From an optimization exercise on the open Yosys and OpenROAD flow, aimed at small area; shortcuts taken in it are not production practice. RTL that was checked went through simulation tests only; none was proved equivalent to the original. Power figures rest on the tool's default switching activity, not on a simulated workload.

==> flow/design.v <==
package reindeer_mm_timer_hub_pkg;
    localparam int XLEN       = 32;
    localparam int XLEN_BYTES = XLEN / 8;
    localparam int REG_MTIME_LO   = 0;
    localparam int REG_MTIME_HI   = 1;
    localparam int REG_PRESCALER  = 2;
    localparam int REG_IRQ_EN     = 3;
    localparam int REG_IRQ_STATUS = 4;
    localparam int CMP_BASE       = 8;
    localparam logic [0:0] ST_IDLE = 1'b0;
    localparam logic [0:0] ST_WAIT = 1'b1;
endpackage
import reindeer_mm_timer_hub_pkg::*;
module reindeer_mm_timer_hub
#(
    parameter int              NUM_CMP       = 8,
    parameter int              ADDR_BITS     = 16,
    parameter int              PRESCALE_BITS = 8,
    parameter int              WB_TIMEOUT    = 255,
    parameter logic [XLEN-1:0] ERR_WORD      = 32'hDEAD_BEEF
) (
    input  logic                  clk,
    input  logic                  reset_n,
    input  logic                  sync_reset,
    input  logic                  data_read_enable,
    input  logic [XLEN_BYTES-1:0] data_write_enable,
    input  logic [ADDR_BITS-1:0]  data_rw_addr,
    input  logic [XLEN-1:0]       data_write_word,
    output logic                  WB_RD_CYC_O,
    output logic                  WB_RD_STB_O,
    output logic [ADDR_BITS-1:0]  WB_RD_ADR_O,
    input  logic [XLEN-1:0]       WB_RD_DAT_I,
    input  logic                  WB_RD_ACK_I,
    output logic                  WB_WR_CYC_O,
    output logic                  WB_WR_STB_O,
    output logic                  WB_WR_WE_O,
    output logic [XLEN_BYTES-1:0] WB_WR_SEL_O,
    output logic [ADDR_BITS-1:0]  WB_WR_ADR_O,
    output logic [XLEN-1:0]       WB_WR_DAT_O,
    input  logic                  WB_WR_ACK_I,
    output logic                  enable_out,
    output logic [XLEN-1:0]       word_out,
    output logic                  write_busy,
    output logic                  bus_error,
    output logic [NUM_CMP-1:0]    timer_irq,
    output logic                  timer_triggered
);
    localparam logic [ADDR_BITS-1:0] LOCAL_TOP = ADDR_BITS'(7 + 2 * NUM_CMP);
    localparam int                   TMO_BITS  = $clog2(WB_TIMEOUT + 1);
    localparam logic [TMO_BITS-1:0]  TMO_LAST  = TMO_BITS'(WB_TIMEOUT - 1);
    localparam int                   NW        = 2 * NUM_CMP;
    logic                     clr;
    logic                     rd_busy, wr_busy;
    logic [TMO_BITS-1:0]      rd_timer, wr_timer;
    logic                     rd_done, wr_done, rd_start, rd_local;
    logic [PRESCALE_BITS-1:0] prescaler, count;
    logic                     tick;
    logic [NUM_CMP-1:0]       irq_en, cmp_hit;
    logic [XLEN-1:0]          cmpw [NW];
    logic [63:0]              mtime, mtime_inc;
    logic [XLEN-1:0]          local_rdata, wdat_clr;
    logic                     is_local, wr_accept, local_wr, ext_wr;
    logic                     lo_wr, hi_wr, presc_wr, irqen_wr;
    logic [4:0]               a;
    assign clr = !reset_n || sync_reset;
    assign a   = data_rw_addr[4:0];
    assign is_local  = (data_rw_addr <= LOCAL_TOP);
    assign wr_accept = (|data_write_enable) && !wr_busy && !sync_reset;
    assign local_wr  = wr_accept && is_local;
    assign ext_wr    = wr_accept && !is_local;
    assign lo_wr    = local_wr && a == 5'd0;
    assign hi_wr    = local_wr && a == 5'd1;
    assign presc_wr = local_wr && a == 5'd2;
    assign irqen_wr = local_wr && a == 5'd3;
    assign write_busy      = wr_busy || ext_wr;
    assign timer_irq       = cmp_hit & irq_en;
    assign timer_triggered = |timer_irq;
    assign WB_RD_CYC_O = rd_busy;
    assign WB_RD_STB_O = rd_busy;
    assign WB_WR_CYC_O = wr_busy;
    assign WB_WR_STB_O = wr_busy;
    assign WB_WR_WE_O  = wr_busy;
    assign tick = (count == prescaler);
    always_ff @(posedge clk) begin
        if (clr || presc_wr || tick) count <= '0;
        else                         count <= count + 1'b1;
    end
    always_ff @(posedge clk) begin
        if (clr) begin
            prescaler <= '0;
            irq_en    <= '0;
        end else begin
            if (presc_wr && data_write_enable[0]) prescaler <= data_write_word[PRESCALE_BITS-1:0];
            if (irqen_wr && data_write_enable[0]) irq_en    <= data_write_word[NUM_CMP-1:0];
        end
    end
    assign mtime_inc = mtime + {63'd0, tick && !lo_wr && !hi_wr};
    always_ff @(posedge clk) begin
        for (int b = 0; b < XLEN_BYTES; b++) begin
            if (clr)
                mtime[8*b +: 8] <= 8'd0;
            else if (lo_wr && data_write_enable[b])
                mtime[8*b +: 8] <= data_write_word[8*b +: 8];
            else
                mtime[8*b +: 8] <= mtime_inc[8*b +: 8];
            if (clr)
                mtime[32+8*b +: 8] <= 8'd0;
            else if (hi_wr && data_write_enable[b])
                mtime[32+8*b +: 8] <= data_write_word[8*b +: 8];
            else
                mtime[32+8*b +: 8] <= mtime_inc[32+8*b +: 8];
        end
    end
    function automatic logic ge64(input logic [63:0] x, input logic [63:0] y);
        logic c, g, p;
        c = 1'b1;
        for (int blk = 0; blk < 64 / 8; blk++) begin
            g = 1'b0;
            p = 1'b1;
            for (int i = 8 * blk; i < 8 * blk + 8; i++) begin
                g = (x[i] & ~y[i]) | ((x[i] | ~y[i]) & g);
                p = p & (x[i] | ~y[i]);
            end
            c = g | (p & c);
        end
        ge64 = c;
    endfunction
    assign wdat_clr = data_write_word | {XLEN{clr}};
    always_ff @(posedge clk) begin
        for (int j = 0; j < NW; j++) begin
            for (int b = 0; b < XLEN_BYTES; b++) begin
                if (clr || (local_wr && data_write_enable[b] && a == 5'(8 + j)))
                    cmpw[j][8*b +: 8] <= wdat_clr[8*b +: 8];
            end
        end
    end
    always_ff @(posedge clk or negedge reset_n) begin
        if (!reset_n) begin
            cmp_hit <= '0;
        end else begin
            for (int k = 0; k < NUM_CMP; k++)
                cmp_hit[k] <= !sync_reset && ge64(mtime, {cmpw[2*k+1], cmpw[2*k]});
        end
    end
    always_comb begin
        if (a[4] || a[3]) begin
            local_rdata = cmpw[{a[4], a[2:0]}];
        end else begin
            local_rdata = '0;
            case (a[2:0])
                3'd0: local_rdata = mtime[31:0];
                3'd1: local_rdata = mtime[63:32];
                3'd2: local_rdata[PRESCALE_BITS-1:0] = prescaler;
                3'd3: local_rdata[NUM_CMP-1:0] = irq_en;
                3'd4: local_rdata[NUM_CMP-1:0] = cmp_hit;
                default: local_rdata = '0;
            endcase
        end
    end
    assign rd_done  = rd_busy && (WB_RD_ACK_I || rd_timer == TMO_LAST);
    assign rd_start = !rd_busy && data_read_enable;
    assign rd_local = rd_start && is_local;
    always_ff @(posedge clk) begin
        if (rd_busy) rd_timer <= rd_timer + 1'b1;
        else         rd_timer <= '0;
    end
    always_ff @(posedge clk or negedge reset_n) begin
        if (!reset_n) begin
            rd_busy     <= 1'b0;
            enable_out  <= 1'b0;
            word_out    <= '0;
            WB_RD_ADR_O <= '0;
        end else if (sync_reset) begin
            rd_busy     <= 1'b0;
            enable_out  <= 1'b0;
            word_out    <= '0;
            WB_RD_ADR_O <= '0;
        end else begin
            enable_out <= rd_local || rd_done;
            if (rd_busy) rd_busy <= !rd_done;
            else         rd_busy <= data_read_enable && !is_local;
            if (rd_local)
                word_out <= local_rdata;
            else if (rd_done)
                word_out <= WB_RD_ACK_I ? WB_RD_DAT_I : ERR_WORD;
            if (rd_start && !is_local)
                WB_RD_ADR_O <= data_rw_addr;
        end
    end
    assign wr_done = wr_busy && (WB_WR_ACK_I || wr_timer == TMO_LAST);
    always_ff @(posedge clk) begin
        if (wr_busy) wr_timer <= wr_timer + 1'b1;
        else         wr_timer <= '0;
    end
    always_ff @(posedge clk or negedge reset_n) begin
        if (!reset_n) begin
            wr_busy     <= 1'b0;
            bus_error   <= 1'b0;
            WB_WR_SEL_O <= '0;
            WB_WR_ADR_O <= '0;
            WB_WR_DAT_O <= '0;
        end else if (sync_reset) begin
            wr_busy     <= 1'b0;
            bus_error   <= 1'b0;
            WB_WR_SEL_O <= '0;
            WB_WR_ADR_O <= '0;
            WB_WR_DAT_O <= '0;
        end else begin
            bus_error <= (rd_done && !WB_RD_ACK_I) || (wr_done && !WB_WR_ACK_I);
            if (wr_busy) wr_busy <= !wr_done;
            else         wr_busy <= ext_wr;
            if (ext_wr) begin
                WB_WR_SEL_O <= data_write_enable;
                WB_WR_ADR_O <= data_rw_addr;
                WB_WR_DAT_O <= data_write_word;
            end
        end
    end
endmodule
make LEC_CHECK=0 ABC_AREA=1 CAP_MARGIN=20 CORE_MARGIN=2 CORE_UTILIZATION=40 SLEW_MARGIN=20 finish   # period 5.0 ns
run.sh (not shown) runs the stock make flow with config.mk's settings and CLKGATE_MAP_FILE= SYNTH_SCRIPT=/design/flow/synth_recipe.tcl, a recipe that flattens the netlist after the stock synthesis.
Change:
--- a/flow/design.v
+++ b/flow/design.v
@@ -142,20 +142,16 @@
                 cmp_hit[k] <= !sync_reset && ge64(mtime, {cmpw[2*k+1], cmpw[2*k]});
         end
     end
+    logic [NW-1:0] rsel_c;
+    logic [4:0]    rsel_l;
     always_comb begin
-        if (a[4] || a[3]) begin
-            local_rdata = cmpw[{a[4], a[2:0]}];
-        end else begin
-            local_rdata = '0;
-            case (a[2:0])
-                3'd0: local_rdata = mtime[31:0];
-                3'd1: local_rdata = mtime[63:32];
-                3'd2: local_rdata[PRESCALE_BITS-1:0] = prescaler;
-                3'd3: local_rdata[NUM_CMP-1:0] = irq_en;
-                3'd4: local_rdata[NUM_CMP-1:0] = cmp_hit;
-                default: local_rdata = '0;
-            endcase
-        end
+        for (int j = 0; j < NW; j++) rsel_c[j] = (a == 5'(8 + j));
+        for (int r = 0; r < 5; r++)  rsel_l[r] = (a == 5'(r));
+        local_rdata = '0;
+        for (int j = 0; j < NW; j++) local_rdata = local_rdata | (cmpw[j] & {XLEN{rsel_c[j]}});
+        local_rdata = local_rdata | (mtime[31:0] & {XLEN{rsel_l[0]}}) | (mtime[63:32] & {XLEN{rsel_l[1]}});
+        local_rdata[PRESCALE_BITS-1:0] = local_rdata[PRESCALE_BITS-1:0] | (prescaler & {PRESCALE_BITS{rsel_l[2]}});
+        local_rdata[NUM_CMP-1:0] = local_rdata[NUM_CMP-1:0] | (irq_en & {NUM_CMP{rsel_l[3]}}) | (cmp_hit & {NUM_CMP{rsel_l[4]}});
     end
     assign rd_done  = rd_busy && (WB_RD_ACK_I || rd_timer == TMO_LAST);
     assign rd_start = !rd_busy && data_read_enable;
After rerunning: Count of clock-buffer cells in the layout drops by 10. Core utilization drops by 0.50 points. Final area drops by a few percent. Area after synthesis drops by a few percent. Routed wire length drops by roughly a tenth. Clock power drops by a few percent. Global-route usage drops by 3.0 points. Die area drops by a few percent. Worst setup slack loses 0.14 ns. Critical path depth climbs by 4. Clock skew climbs by 0.0033 ns. Maximum frequency drops by a few percent.
Function not checked in the first run of this note: the RTL went through the layout flow alone.

==> static timing again, ports no longer ideal <==
No port has a modelled driver above. Below, the same layouts with a new extraction and two added sets of constraints. Step 1 sets driving cells, clkbuf_16 on the clock port and buf_2 on the other inputs (assumed; they add their load-dependent delay and slew). Step 2 adds t to the input delays and takes it off the output delays; t is the mean of the earliest and latest rising clock arrival at the registers after step 1. Input paths then give back, and output paths get back, about the clock's delay inside the block. a / b / c = ideal ports / drivers / drivers and shift; a / b = the first two.
run | t, ns | setup slack, ns | hold slack, ns | worst setup path at the end | worst slew at a driven data input, ns
the first run | 0.752 | 0.642 / 0.642 / -0.060 | 0.425 / 0.392 / 0.466 | input to register | 0.08
the second run | 0.732 | 0.503 / 0.503 / -0.029 | 0.266 / 0.235 / 0.479 | input to register | 0.06
With both steps, setup timing fails in the first run and the second run, where it was met with ideal ports. For the first run, which loses most, drivers alone change the setup slack by 0.000 ns; drivers and shift together by -0.702 ns.
